Source: an optimization exercise on an open RTL-to-GDS flow (aim: small area, a short achievable clock period and few clock cycles per item). Production flows keep margins and buffers that such runs may drop.
Function was not checked in any run shown here: the RTL went through the layout flow alone.

--- flow/config.mk ---
export PLATFORM = sky130hd
export DESIGN_NAME = cos_unit
export DESIGN_NICKNAME = cos_unit
export VERILOG_FILES = /design/flow/design.v
export SDC_FILE = /design/flow/constraint.sdc
export NUM_CORES = 4
export LEC_CHECK = 0
export ABC_AREA = 1
export CAP_MARGIN = 20
export CORE_MARGIN = 2
export CORE_UTILIZATION = 45
export SETUP_SLACK_MARGIN = 4.5
export SLEW_MARGIN = 20
export TNS_END_PERCENT = 100
--- flow/constraint.sdc ---
create_clock -name core_clock -period 8.0 [get_ports {clock}]
set_input_delay 1.6000 -clock core_clock [delete_from_list [all_inputs] [get_ports {clock}]]
set_output_delay 1.6000 -clock core_clock [all_outputs]
set_load 0.01 [all_outputs]
--- flow/design.v ---
`default_nettype none
package cordic_pkg;
    localparam int word_width = 32;
    localparam int fp_bias = 127;
    localparam int max_iterations = 16;
    localparam logic [word_width-1:0] cordic_gain_init = 32'h4DBA_76D4;
    typedef union packed {
        logic [word_width-1:0] bits;
        struct packed {
            logic        sign;
            logic [7:0]  exponent;
            logic [22:0] mantissa;
        } fields;
    } fp_word_t;
    function automatic logic [word_width-1:0] atan_entry(input logic [3:0] index);
        logic [word_width-1:0] angle;
        case (index)
            4'd0:    angle = 32'h6487_ED51;
            4'd1:    angle = 32'h3B58_CE0A;
            4'd2:    angle = 32'h1F5B_75F9;
            4'd3:    angle = 32'h0FEA_DD4D;
            4'd4:    angle = 32'h07FD_56ED;
            4'd5:    angle = 32'h03FF_AAB7;
            4'd6:    angle = 32'h01FF_F555;
            4'd7:    angle = 32'h00FF_FEAA;
            4'd8:    angle = 32'h007F_FFD5;
            4'd9:    angle = 32'h003F_FFFA;
            4'd10:   angle = 32'h001F_FFFF;
            4'd11:   angle = 32'h000F_FFFF;
            4'd12:   angle = 32'h0007_FFFF;
            4'd13:   angle = 32'h0003_FFFF;
            4'd14:   angle = 32'h0001_FFFF;
            default: angle = 32'h0000_FFFF;
        endcase
        atan_entry = angle;
    endfunction
endpackage
`default_nettype wire
`default_nettype none
module angle_to_fixed (
    input  logic [31:0] angle,
    output logic [31:0] aligned_s16,
    output logic [3:0]  shift,
    output logic [3:0]  dkey       
);
    logic [31:0] aligned;
    logic        in_range;
    logic [30:0] w;
    logic        in_a, in_b;
    logic [3:0]  key_a, key_b;
    assign aligned     = {1'b1, angle[22:0], 8'b0};
    assign in_range    = (angle[30:28] == 3'b011);
    assign aligned_s16 = !in_range ? 32'd0 : (angle[27] ? aligned : {16'd0, aligned[31:16]});
    assign shift       = ~angle[26:23];
    assign w    = angle[30:0];
    assign in_b = (angle[30:23] == 8'd127);
    assign in_a = in_range & !in_b;
    always_comb begin
        key_a = 4'd8;
        if (w >= 31'h3d9d3a95) key_a = 4'd9;
        if (w >= 31'h3ea4bc7e) key_a = 4'd10;
        if (w >= 31'h3f11152b) key_a = 4'd11;
        if (w >= 31'h3f490fdb) key_a = 4'd12;
        key_b = 4'd3;
        if (w[22:0] >= 23'h1b7813) key_b = 4'd4;
        if (w[22:0] >= 23'h37756b) key_b = 4'd5;
        if (w[22:0] >= 23'h56d0e1) key_b = 4'd6;
        if (w[22:0] >= 23'h762c57) key_b = 4'd7;
    end
    assign dkey = in_a ? key_a : (in_b ? key_b : 4'd8);
endmodule
module preload_tables (
    input  logic [3:0]  dkey,
    output logic [31:0] x_pre,
    output logic [31:0] y_pre,
    output logic [31:0] offset
);
    always_comb begin
        x_pre = '0;
        y_pre = '0;
        if (dkey == 4'd3) begin x_pre = x_pre | 32'h515f3467; y_pre = y_pre | 32'h9da0019b; end
        if (dkey == 4'd4) begin x_pre = x_pre | 32'h625ffe63; y_pre = y_pre | 32'haea0cb9b; end
        if (dkey == 4'd5) begin x_pre = x_pre | 32'h7360c863; y_pre = y_pre | 32'hc958e473; end
        if (dkey == 4'd6) begin x_pre = x_pre | 32'h7d18173d; y_pre = y_pre | 32'he67ed102; end
        if (dkey == 4'd7) begin x_pre = x_pre | 32'h7f85eaf5; y_pre = y_pre | 32'h06129148; end
        if (dkey == 4'd8) begin x_pre = x_pre | 32'h7f85eaf3; y_pre = y_pre | 32'hf9ed6eb8; end
        if (dkey == 4'd9) begin x_pre = x_pre | 32'h7d18173d; y_pre = y_pre | 32'h19812efe; end
        if (dkey == 4'd10) begin x_pre = x_pre | 32'h7360c863; y_pre = y_pre | 32'h36a71b8d; end
        if (dkey == 4'd11) begin x_pre = x_pre | 32'h625ffe65; y_pre = y_pre | 32'h515f3465; end
        if (dkey == 4'd12) begin x_pre = x_pre | 32'h515f3465; y_pre = y_pre | 32'h625ffe65; end
    end
    always_comb begin
        offset = '0;
        if (dkey == 4'd3) offset = offset | 32'h709a6815;
        if (dkey == 4'd4) offset = offset | 32'h5875728d;
        if (dkey == 4'd5) offset = offset | 32'h389fb7f3;
        if (dkey == 4'd6) offset = offset | 32'h19be869b;
        if (dkey == 4'd7) offset = offset | 32'hf9e8cc01;
        if (dkey == 4'd8) offset = offset | 32'h061733ff;
        if (dkey == 4'd9) offset = offset | 32'he6417965;
        if (dkey == 4'd10) offset = offset | 32'hc760480d;
        if (dkey == 4'd11) offset = offset | 32'ha78a8d73;
        if (dkey == 4'd12) offset = offset | 32'h8f6597eb;
    end
endmodule
`default_nettype wire
`default_nettype none
module cordic_rotator #(
    parameter int M       = 4,
    parameter int XY_ARCH = 0,
    parameter int Z_ARCH  = 0
) (
    input  logic         clock,
    input  logic         arst_n,
    input  logic         clk_en,
    input  logic         start,
    input  logic [31:0]  aligned_s16,
    input  logic [3:0]   shift,
    input  logic [M-1:0] dkey,
    output logic [31:0]  cos_fixed,
    output logic         done
);
    logic         accept;
    logic         busy;
    logic         valid;
    logic         last;
    logic         first;     
    logic [M-1:0] key;
    logic [3:0]   index;     
    logic [3:0]   index_n;   
    logic [15:0]  onehot;    
    logic [31:0] x, y, z;
    logic [31:0] xo, yo, yg, xs, ys, at, zo, xa;
    logic [31:0] x_pre, y_pre, offset;
    logic        neg;
    logic        pos;        
    logic        negx;       
    logic        fill;
    logic [31:0] xsum, ysum, zsum, znext;
    assign accept = start & clk_en;
    assign last   = busy & !first & (index == 4'd15);
    assign neg    = z[31];
    always_comb begin
        at = '0;
        for (int k = 0; k < 16; k++) at = at | (onehot[k] ? cordic_pkg::atan_entry(4'(k)) : 32'd0);
    end
    preload_tables preload_tables_inst (.dkey(key), .x_pre(x_pre), .y_pre(y_pre), .offset(offset));
    assign yg   = busy ? y : 32'd0;
    assign yo   = pos ? ~yg : yg;
    assign xo   = negx ? ~x : x;
    assign fill = yo[31] & !first;
    assign ys   = 32'({{15{fill}}, yo} >> index);
    assign xs   = $signed(xo) >>> (~index_n);
    assign zo   = neg ? at : ~at;
    assign xa   = first ? offset : x;
    cpa #(.W(32), .ARCH(XY_ARCH)) x_add (.a(xa), .b(ys), .ci(pos), .s(xsum));
    cpa #(.W(32), .ARCH(XY_ARCH)) y_add (.a(y), .b(xs), .ci(negx), .s(ysum));
    cpa #(.W(32), .ARCH(Z_ARCH))  z_add (.a(z), .b(zo), .ci(~neg), .s(zsum));
    assign znext = first ? xsum : zsum;
    always_ff @(posedge clock) begin
        if (accept) begin
            y       <= aligned_s16;
            pos     <= 1'b0;
            negx    <= 1'b1;
            key     <= dkey;
            first   <= 1'b1;
            index   <= shift;
            index_n <= ~4'(M - 1);
            onehot  <= 16'(1) << (M - 1);
        end else begin
            y       <= first ? y_pre : ysum;
            pos     <= ~znext[31];
            negx    <= znext[31];
            first   <= 1'b0;
            index   <= first ? 4'(M) : index + 4'd1;
            index_n <= index_n - 4'd1;
            onehot  <= {onehot[14:0], onehot[15]};
        end
        x <= first ? x_pre : xsum;
        z <= znext;
    end
    always_ff @(posedge clock or negedge arst_n) begin
        if (!arst_n) begin
            busy  <= 1'b0;
            valid <= 1'b0;
            done  <= 1'b0;
        end else begin
            if (accept) begin
                busy  <= 1'b1;
                valid <= 1'b0;
            end else if (last) begin
                busy  <= 1'b0;
                valid <= 1'b1;
            end
            if (clk_en) done <= !start && (valid || last);
        end
    end
    assign cos_fixed = x;
endmodule
`default_nettype wire
module cpa #(
    parameter int W = 32,
    parameter int ARCH = 1
) (
    input  logic [W-1:0] a,
    input  logic [W-1:0] b,
    input  logic         ci,
    output logic [W-1:0] s
);
    if (ARCH == 0) begin : g_beh
        logic [W:0] t;
        assign t = {a, 1'b1} + {b, ci};
        assign s = t[W:1];
    end else begin : g_pfx
        localparam int N = W + 1;
        localparam int L = $clog2(N);
        logic [N-1:0] g0, p0, gg, pp;
        assign g0 = {a & b, ci};
        assign p0 = {a ^ b, 1'b0};
        always_comb begin
            gg = g0;
            pp = p0;
            if (ARCH == 1) begin
                for (int l = 0; l < L; l++)
                    for (int j = (2 << l) - 1; j < N; j += (2 << l)) begin
                        gg[j] = gg[j] | (pp[j] & gg[j - (1 << l)]);
                        pp[j] = pp[j] & pp[j - (1 << l)];
                    end
                for (int l = L - 2; l >= 0; l--)
                    for (int j = 3 * (1 << l) - 1; j < N; j += (2 << l)) begin
                        gg[j] = gg[j] | (pp[j] & gg[j - (1 << l)]);
                        pp[j] = pp[j] & pp[j - (1 << l)];
                    end
            end else if (ARCH == 2) begin
                for (int l = 0; l < L; l++)
                    for (int j = 0; j < N; j++)
                        if ((j >> l) & 1) begin
                            gg[j] = gg[j] | (pp[j] & gg[((j >> l) << l) - 1]);
                            pp[j] = pp[j] & pp[((j >> l) << l) - 1];
                        end
            end else begin
                for (int j = 1; j < N; j++) begin
                    gg[j] = gg[j] | (pp[j] & gg[j - 1]);
                end
            end
        end
        assign s = p0[N-1:1] ^ gg[N-2:0];
    end
endmodule
`default_nettype none
module fixed_to_float (
    input  logic [31:0] cos_fixed,
    output logic [31:0] result
);
    assign result = cos_fixed[31] ? {8'h3F, 1'b1, cos_fixed[30:8]}
                                  : {8'h3F, 1'b0, cos_fixed[29:7]};
endmodule
`default_nettype wire
`default_nettype none
module cos_unit (
    input  logic        clock,
    input  logic        arst_n,
    input  logic        clk_en,
    input  logic        start,
    input  logic [31:0] dataa,
    output logic [31:0] result,
    output logic        done
);
    localparam int M = 4;
    logic [31:0]  aligned_s16;
    logic [3:0]   shift;
    logic [M-1:0] dkey;
    logic [31:0]  cos_fixed;
    angle_to_fixed angle_to_fixed_inst (
        .angle       (dataa),
        .aligned_s16 (aligned_s16),
        .shift       (shift),
        .dkey        (dkey)
    );
    cordic_rotator #(.M(M)) cordic_rotator_inst (
        .clock       (clock),
        .arst_n      (arst_n),
        .clk_en      (clk_en),
        .start       (start),
        .aligned_s16 (aligned_s16),
        .shift       (shift),
        .dkey        (dkey),
        .cos_fixed   (cos_fixed),
        .done        (done)
    );
    fixed_to_float fixed_to_float_inst (
        .cos_fixed (cos_fixed),
        .result    (result)
    );
endmodule
`default_nettype wire
--- flow/run.sh ---
#!/bin/bash
# synth_recipe.tcl (not shown) runs the flow's synth.tcl, then flattens the netlist and writes it again
# the make line also repeats each setting of config.mk as NAME=value (left out here)
make -C /OpenROAD-flow-scripts/flow DESIGN_CONFIG=/design/flow/config.mk WORK_HOME=/design/flow/orfs CLKGATE_MAP_FILE= SYNTH_SCRIPT=/design/flow/synth_recipe.tcl finish
==> results.ini, run 1 <==
[run_status]
status = timing/DRC/antenna clean

[worst_setup_path]
critPathMaxFanout = 15
crit_path_cell_trace = clkdlybuf4s50_1 -> nor2_2 -> nand2_1 -> nor2_2 -> inv_1 -> o21ai_0 -> o21bai_1
crit_type = input pin to flip-flop
cpMostUsedCell = nor2_2
r2r_cells = 16
cp-end-kind = flip-flop
crit_family = simple AND/OR/NAND/NOR gates
worstPathArrival_ps = 3890
cp_slowest_cell = nor2_2
cp.depth = 7
crit_path_max_incr_delay_ps = 530
crit_required_ps = 8390
critPathBufInv = 2
start_kind = input pin

[floorplan]
core_area_um2 = 35300
io_pins = 69
initial_core_util_pct = 45.4
die_y_um = 193
fp-row-count = 69
die_w_um = 193
dieArea_um2 = 37200

[detailed_routing]
drc = 0
wirelength_mm = 70.9
first_pass_iters = 6
wl_per_cell_um = 21.3
num_vias = 19443
drt_iter0_drc = 2333
via_per_inst = 5.85
detail-route-antenna-nets = 0

[synth]
synth.avg_cell_area_um2 = 5.83
synth.most_common_cell = nand2_1
synth_cell_type_count = 57
synth_common_cells = 750 x nand2_1, 332 x o21ai_0, 300 x inv_1, 246 x nor2_1, 170 x a21oi_1
yosysTopAreaCellShare_pct = 17.5
async_reset_ff_share_pct = 2.31
synth_edf_count = 4
synth_area_leader_cell = nand2_1
synthTopCellsByArea = nand2_1 18%, dfxtp_1 15%, o21ai_0 10%
ys_seq_area_share_pct = 16.6
syn_inst = 2754
ys_warn_count = 3
synth_flop_cell = dfxtp_1
synth_area_um2 = 16000
ys_seq_elements = 130

[final_layout]
utilization_pct = 58.6
syn_to_final_growth_pct = 28.9
n_fill_cell = 3458
drive_gt1_share_pct = 21.7
nets = 2986

[global_route]
grt_use_total_pct = 37.0
grt_max_degree = 62
grt_overflow_total = 0
first_global_vias = 17002
antenna_found_initial = 6
grt_first_pass_wirelength_mm = 102

[clock_network]
cts_inserted_buffers = 17
clockBufferDepth = 2
clk_latency_ps = 460
cts_tree = yes
cts_root_buf = clkbuf_16
h-tree-depth = 4
cts_sinks = 130
clk_pin_slew_ps = 60
cts_hold_buf = 0

[timing]
rsz0062_at_grt = yes
period_minus_slack_ps = 3500
max_slew_margin_pct = 49.4
setup_viol = 0
finClkSkew_ps = 15.5
tns_ps = 0
timing.final.hold_violations = 0
drv_slew = 0
worst_pin_slew_ps = 754
max_freq_mhz = 285
finalCritPeriodShare_pct = 43.8

[job]
cap_violations = 0

[worst_hold_path]
hold_class = flip-flop to flip-flop
whs_path_depth = 2

[placed_design]
io_buffers = 59
dpl.hpwl_mm = 55.2
finalWeightedCongestion = 1.01

-- layout make-up --
type	instances	area [um2]	share of cell area [%]
Sequential cell	130	2700	13.1
Clock buffer	19	443	2.14
Antenna cell	2	5.00	0.0242
Timing Repair inverter	1	7.51	0.0363
Inverter	313	1220	5.89
Tap cell	461	577	2.79
Clock inverter	12	155	0.750
Timing Repair Buffer	172	1700	8.20
Multi-Input combinational cell	2212	13900	67.1
-- state kept, by name, summed over array words and instances (netlist names) --
register and cells:
cordic_rotator_inst.key 4, cordic_rotator_inst.y 32, cordic_rotator_inst.done 1, cordic_rotator_inst.first 1, cordic_rotator_inst.busy 1, cordic_rotator_inst.index_n 4, cordic_rotator_inst.negx 1, cordic_rotator_inst.z 32
cordic_rotator_inst.valid 1, cordic_rotator_inst.index 4, cordic_rotator_inst.onehot 16, cordic_rotator_inst.pos 1, cordic_rotator_inst.x 32
-- worst paths after layout --
check	from	to	slack, ps
hold / removal	cordic_rotator_inst.onehot[15]$_SDFF_PP0_	cordic_rotator_inst.onehot[0]$_SDFF_PP0_	460
max in group asynchronous	arst_n	cordic_rotator_inst.busy$_DFFE_PN0P_	6450
setup / recovery	dataa[30]	cordic_rotator_inst.y[17]$_DFF_P_	4500
min in group asynchronous	arst_n	cordic_rotator_inst.done$_DFFE_PN0P_	1340
hold reg to reg	cordic_rotator_inst.onehot[15]$_SDFF_PP0_	cordic_rotator_inst.onehot[0]$_SDFF_PP0_	460
setup reg to reg	cordic_rotator_inst.key[2]$_DFFE_PP_	cordic_rotator_inst.pos$_SDFF_PP0_	4500
-- cells by family after synthesis --
group           count (synthesis)  share of synthesized area [%]
compound gates                635                           21.8
xor+xnor                      116                           6.33
fa+ha+maj                     103                           8.12
buf+inv                       418                           10.4
flops                         130                           16.6
mux                            41                           2.56
other cells                     2                         0.0468
simple gates                 1309                           34.2
-- cell usage in the layout (no fill, tap or decap), types with 65 or more instances in the layout --
cell       n
inv_1    283
o21ai_0  162
nor2_1   198
a21oi_1  117
dfxtp_1  109
nand2_1  693
nand3_1  137
nand2_2   67
o21ai_2   83
ha_1      65
o21ai_1   90
buf_4     91
-- layer usage --
layer	vias up	wire [um]	part of all wire, %	GRT usage, %
met4	2	2100	3.0	11.8
met3	128	7150	10	7.46
met2	899	29700	42	53.3
li1	9307	-	-	-
met5	-	13	0.018	0
met1	9107	31900	45	54.3
-- what timing repair did --
action	in CTS	in global routing
endpoints found under the hold margin	0	0
buffers inserted	44	60
pin swaps	47	98
gates cloned	2	1
gates resized for setup	280	451
endpoints found under the setup margin	119	107
-- through the flow --
stage / cells / area (um2) / hold WS [ps] / setup slack [ps]
after floorplan: 2760 / 16100 / 430 / 4960
after global placement: 3182 / 16800 / 447 / 3320
after detailed placement: 3182 / 16800 / 450 / 3250
after CTS: 3259 / 18600 / 458 / 4420
after global routing: 3320 / 20700 / 474 / 4230
final: 3322 / 20700 / 456 / 4500
-- tightest hold or removal path, delay by kind of cell, from the launching register on --
kind | cells | cell delay [ps]
DFF | 1 | 310
buffers and inverters | 1 | 60
and+or+nand+nor | 1 | 40
==> run 2: changes to the inputs <==
--- a/flow/config.mk
+++ b/flow/config.mk
@@ -9,5 +9,6 @@
 export CAP_MARGIN = 20
 export CORE_MARGIN = 2
-export CORE_UTILIZATION = 45
+export CORE_UTILIZATION = 40
+export PLACE_DENSITY = 0.5
 export SETUP_SLACK_MARGIN = 4.5
 export SLEW_MARGIN = 20
==> results.ini, run 2 <==
[timing]
hold_slack_ps = 461
finClkSkew_ps = 13.8
finalCritPeriodShare_pct = 45.2
period_minus_slack_ps = 3620
rsz0062_at_grt = yes
tns_ps = 0
timing.final.hold_violations = 0
worst_pin_slew_ps = 631
drv_slew = 0
max_slew_margin_pct = 57.4
max_freq_mhz = 276
setup_viol = 0

[clock_network]
clk_latency_ps = 480
cts_sinks = 130
clockBufferDepth = 2
cts_hold_buf = 0
clk_pin_slew_ps = 60
cts_root_buf = clkbuf_16
cts_inserted_buffers = 17
h-tree-depth = 4
cts_tree = yes

[placed_design]
dpl.hpwl_mm = 56.2
finalWeightedCongestion = 0.980
io_buffers = 59

[worst_hold_path]
hold_class = flip-flop to flip-flop
whs_path_depth = 2
min-delay-start = cordic_rotator_inst.onehot[15]$_SDFF_PP0_
hold_path_end = cordic_rotator_inst.onehot[0]$_SDFF_PP0_

[final_layout]
syn_to_final_growth_pct = 25.7
final_common_cell = nand2_1
nets = 2968
reg_top3 = cordic_rotator_inst.x x32, cordic_rotator_inst.y x32, cordic_rotator_inst.z x32
utilization_pct = 50.9
drive_gt1_share_pct = 18.8
final_cell_mix = 702 x nand2_1, 289 x inv_1, 199 x nor2_1

[worst_setup_path]
reg2reg_to = cordic_rotator_inst.z[24]$_DFF_P_
rrSetupSlack_ps = 4380
start_kind = flip-flop
crit_required_ps = 8420
worstPathArrival_ps = 4040
r2r-start = cordic_rotator_inst.busy$_DFFE_PN0P_
cp-end-kind = flip-flop
r2r_cells = 20
crit_type = flip-flop to flip-flop
critPathMaxFanout = 6

[detailed_routing]
wl_per_cell_um = 21.2
drt_iter0_drc = 1775
num_vias = 18773
drc = 0
first_pass_iters = 6
detail-route-antenna-nets = 0
via_per_inst = 5.57
wirelength_mm = 71.3

[synth]
synth_flop_cell = dfxtp_1
synthTopCellsByArea = nand2_1 18%, dfxtp_1 15%, o21ai_0 10%
syn_inst = 2754
synth.most_common_cell = nand2_1
synth_common_cells = 750 x nand2_1, 332 x o21ai_0, 300 x inv_1, 246 x nor2_1, 170 x a21oi_1
synth_cell_type_count = 57
async_reset_ff_share_pct = 2.31
synth_area_um2 = 16000
ys_warn_count = 3
yosysTopAreaCellShare_pct = 17.5
ys_seq_area_share_pct = 16.6
synth.avg_cell_area_um2 = 5.83
ys_seq_elements = 130
synth_edf_count = 4
synth_area_leader_cell = nand2_1

[global_route]
antenna_found_initial = 1
grt_first_pass_wirelength_mm = 105
grt_overflow_total = 0
first_global_vias = 17243
grt_use_total_pct = 33.7
grt_max_degree = 67

[floorplan]
fp-row-count = 73
core_area_um2 = 39600
initial_core_util_pct = 40.5
dieArea_um2 = 41700
io_pins = 69
die_y_um = 204
die_w_um = 204

[job]
cap_violations = 0

[run_status]
status = timing/DRC/antenna clean

-- run 2: cell counts after synthesis --
No cell type changed its count.
-- run 2: worst max path at each step --
stage | start | endpoint | slack [ps] | cells past startpoint
global placement | cordic_rotator_inst.index_n[1]$_SDFF_PP1_ | cordic_rotator_inst.y[28]$_DFF_P_ | 3060 | 15
detailed placement | cordic_rotator_inst.index_n[1]$_SDFF_PP1_ | cordic_rotator_inst.y[28]$_DFF_P_ | 3050 | 15
finish | cordic_rotator_inst.busy$_DFFE_PN0P_ | cordic_rotator_inst.z[24]$_DFF_P_ | 4380 | 20
CTS | cordic_rotator_inst.negx$_SDFF_PP1_ | cordic_rotator_inst.y[28]$_DFF_P_ | 4440 | 22
floorplan | cordic_rotator_inst.key[3]$_SDFFCE_PP1P_ | cordic_rotator_inst.x[29]$_DFF_P_ | 4960 | 22
global route | cordic_rotator_inst.key[3]$_SDFFCE_PP1P_ | cordic_rotator_inst.z[24]$_DFF_P_ | 4260 | 20
-- run 2: kinds of logic after synthesis --
family	synth area share, %
AND/OR/NAND/NOR	34.2
other	0.0468
XOR/XNOR	6.33
multiplexers	2.56
buffers and inverters	10.4
adder cells (fa/ha/maj)	8.12
AO/OA/AOI/OAI	21.8
flip-flops	16.6
-- run 2: layer usage --
| layer | vias up | track usage (%) | part of all wire, % |
|---|---|---|---|
| li1 | 9275 | - | - |
| met1 | 8715 | 47.9 | 47 |
| met2 | 685 | 47.6 | 40 |
| met3 | 98 | 10.4 | 9.2 |
| met4 | 0 | 11.4 | 3.0 |
| met5 | - | 0 | 0 |
-- run 2: what timing repair did --
action,CTS,global route
pin swaps,34,81
gates resized for setup,270,340
setup endpoints to repair,119,98
setup buffers,40,44
cloned,2,1
-- run 2: layout make-up --
cell class / instances / area [um2]
antenna: 1 / 2.50
clock buffer: 22 / 474
clock inverter: 10 / 123
fill: 4205 / 19500
inverter: 313 / 1210
multi-input combinational: 2212 / 13500
sequential: 130 / 2710
tap: 525 / 657
timing repair buffer: 154 / 1450
timing repair inverter: 1 / 7.51
-- run 2: critical path: stages (launching register included) --
cell	delay (ps)
dfrtp_4	520
buf_6	160
nand2_1	70
xor2_1	210
mux2i_1	150
mux2i_1	240
nand2_1	140
o21ai_4	100
mux2i_2	120
ha_1	370
buf_4	140
nand2_1	80
nor2_2	140
inv_1	80
o211ai_1	240
nand2_1	90
nand3b_1	190
nand2_1	110
nand3b_1	170
nand3_4	130
nand2_1	90
-- run 2: through the flow --
stage / setup slack, ps / instances / area, um2
5_1_grt: 4260 / 3368 / 20200
2_1_floorplan: 4960 / 2760 / 16100
6_report: 4380 / 3368 / 20200
3_5_place_dp: 3050 / 3248 / 16900
3_3_place_gp: 3060 / 3247 / 16900
4_1_cts: 4440 / 3322 / 18600

## afterwards: timing with drivers on the ports
In the flow no input, the clock included, has a driving cell. The finished layouts below were timed again as built, in two steps.
Step 1: set_driving_cell puts a clkbuf_16 on clock and a buf_2 on each other input, an assumption about the parent block.
Step 2 times the ports against the registers' clock, not the clock port: input delays grow and output delays shrink by t, the midpoint of the rising clock arrivals with the driver on.
Slacks: no drivers / after step 1 / after step 2; pairs: no drivers / after step 1.
| run | t (ns) | setup slack, ns | worst hold slack (ns) | slew at the worst register clock pin (ns) | worst slew at a driven data input, ns |
|---|---|---|---|---|---|
| run 1 | 0.506 | 4.496 / 4.470 / 4.022 | 0.456 / 0.456 / 0.456 | 0.07 / 0.07 | 0.04 |
| run 2 | 0.536 | 4.383 / 4.383 / 4.128 | 0.461 / 0.461 / 0.461 | 0.07 / 0.07 | 0.04 |
After both steps setup and hold are still met in every run listed. The setup slack of run 1, which loses most, moves by -0.026 ns with the drivers and by -0.474 ns with both steps.
